From an optimization exercise on the open Yosys and OpenROAD flow, aimed at small area, a short achievable clock period and few clock cycles per item; shortcuts taken in it are not production practice.
In this exercise RTL edits were held to simulation tests only and were not proved equivalent to the original.
Power is estimated from default activity; no workload was simulated.

## build 88
==> flow/design.v (excerpt) <==
module exclusion_process_hop_step_unit #(
    parameter int SITES     = 64,
    parameter int PARTICLES = 16
) (
    input  wire logic              i_clk,
    input  wire logic              i_rst_n,
    input  wire logic              i_cfg_we,
    input  wire logic              i_cfg_index,
    input  wire logic [RATE_W-1:0] i_cfg_data,
    input  wire logic              i_in_valid,
    output logic                   o_in_stall,
    input  wire logic              i_cmd,
    input  wire logic [PICK_W-1:0] i_pick,
    output logic                   o_out_valid,
    input  wire logic              i_out_stall,
    output logic [MOVER_W-1:0]     o_mover,
    output logic                   o_went_right,
    output logic [LAND_W-1:0]      o_landing_site,
    output logic [SUM_W-1:0]       o_rate_sum,
    output logic                   o_stuck
);
Size in the first run: ~5,900 cells after synthesis, about 42,000 µm² of cells after synthesis.
Settings: LEC_CHECK=0, ABC_AREA=1, CAP_MARGIN=20, CORE_MARGIN=2, CORE_UTILIZATION=50, CTS_BUF_LIST=sky130_fd_sc_hd__clkbuf_8, PLACE_DENSITY=0.7, SETUP_SLACK_MARGIN=1.2, SLEW_MARGIN=20, SYNTH_HIERARCHICAL=1, SYNTH_MINIMUM_KEEP_SIZE=0; clock period 8.0 ns.
run.sh (not shown) runs the stock make flow with config.mk's settings and CLKGATE_MAP_FILE= SYNTH_SCRIPT=/design/flow/synth_recipe.tcl, a recipe that flattens the netlist after the stock synthesis.
Build 88 finished every stage and its layout cleared the timing, design-rule and antenna checks.
Testbench counts of build 88, summed over its fixed seeds: cycles 17,867, items 8,982.
For build 65, these inputs were changed with respect to build 88:
# build 88
export LEC_CHECK = 0
export ABC_AREA = 1
export CAP_MARGIN = 20
export CORE_MARGIN = 2
export CORE_UTILIZATION = 50
export CTS_BUF_LIST = sky130_fd_sc_hd__clkbuf_8
export PLACE_DENSITY = 0.7
export SETUP_SLACK_MARGIN = 1.2
export SLEW_MARGIN = 20
export SYNTH_HIERARCHICAL = 1
export SYNTH_MINIMUM_KEEP_SIZE = 0
create_clock -name core_clock -period 8.0 [get_ports {i_clk}]
# build 65
export LEC_CHECK = 0
export ABC_AREA = 1
export CAP_MARGIN = 20
export CORE_MARGIN = 2
export CORE_UTILIZATION = 50
export CTS_BUF_LIST = sky130_fd_sc_hd__clkbuf_8
export PLACE_DENSITY = 0.7
export SETUP_SLACK_MARGIN = 2.0
export SLEW_MARGIN = 20
export SYNTH_HIERARCHICAL = 1
export SYNTH_MINIMUM_KEEP_SIZE = 0
create_clock -name core_clock -period 8.0 [get_ports {i_clk}]
Findings:
- Number of antenna violations at the first check in global routing (lower): build 88
- The clock buffer count from CTS of build 65 is higher than that of build 88.
- Build 65 vs build 88: global-route usage up in build 65
- First-pass GRT wire length in build 65 is 1.8% above build 88.
- Compared with build 88, in build 65 routability-driven placement congestion ratio now sits higher; final setup slack of the worst path now sits higher; final routed wirelength across all metal layers now sits higher; maximum number of pins on one net before global-route repair now sits higher; final critical delay including setup and external delays now sits lower.
- Clock buffer instance count of the final layout (higher): build 88
- When build 65 is measured against build 88, its total power turns out 11% higher.
Setup changes, build 65 to build 98
# build 65
export LEC_CHECK = 0
export ABC_AREA = 1
export CAP_MARGIN = 20
export CORE_MARGIN = 2
export CORE_UTILIZATION = 50
export CTS_BUF_LIST = sky130_fd_sc_hd__clkbuf_8
export PLACE_DENSITY = 0.7
export SETUP_SLACK_MARGIN = 2.0
export SLEW_MARGIN = 20
export SYNTH_HIERARCHICAL = 1
export SYNTH_MINIMUM_KEEP_SIZE = 0
create_clock -name core_clock -period 8.0 [get_ports {i_clk}]
# build 98
export LEC_CHECK = 0
export ABC_AREA = 1
export CAP_MARGIN = 20
export CORE_MARGIN = 2
export CORE_UTILIZATION = 60
export CTS_BUF_LIST = sky130_fd_sc_hd__clkbuf_8
export PLACE_DENSITY = 0.75
export SETUP_SLACK_MARGIN = 2.0
export SLEW_MARGIN = 20
export SYNTH_HIERARCHICAL = 1
export SYNTH_MINIMUM_KEEP_SIZE = 0
create_clock -name core_clock -period 8.0 [get_ports {i_clk}]
Notes after the runs:
Build 98 reached the end of the flow, and the finished layout is clean on the timing, design-rule and antenna checks.
Comparing the two runs side by side, build 98 comes out behind build 65 on first-iteration DRC count.
Compared build 65 against build 98; static leakage within noise.
Relative to build 65, the layout filler cell count measured on build 98 has decreased by more than 10%.
Looking only at part of the total power dissipated in sequential elements, and setting everything else aside, the lower value of build 98 and build 65 goes to build 98.
The non-clock buffer count number comes out higher for build 65 vs build 98.
Build 98: portion of the clock cycle consumed by the worst path in the final layout higher than build 65
For the internal power component, build 98 came in 0.73% lower than build 65 did.

afterwards: timing with drivers on the ports:
How much do the figures lean on ideal ports? The routed layouts below were timed once more, with nothing changed but the port constraints.
Step 1: set_driving_cell puts a clkbuf_16 on i_clk and a buf_2 on each other input, an assumption about the parent block.
Step 2 times the ports against the registers' clock, not the clock port: input delays grow and output delays shrink by t, the midpoint of the rising clock arrivals with the driver on.
Slacks: ideal / step 1 / step 2; pairs: ideal / step 1.
run | t (ns) | setup WS [ns] | worst setup path at the end | clock arrival spread, ns | slew at the worst register clock pin (ns)
build 88 | 0.764 | 1.492 / 1.492 / 1.492 | register to register | 0.058 / 0.059 | 0.07 / 0.07
build 65 | 0.757 | 2.010 / 2.010 / 1.518 | input to register | 0.086 / 0.086 | 0.07 / 0.07
build 98 | 0.740 | 1.956 / 1.956 / 1.830 | input to register | 0.054 / 0.053 | 0.07 / 0.07
After both steps setup and hold are still met in every run listed. The setup slack of build 65, which loses most, moves by 0.000 ns with the drivers and by -0.492 ns with both steps.
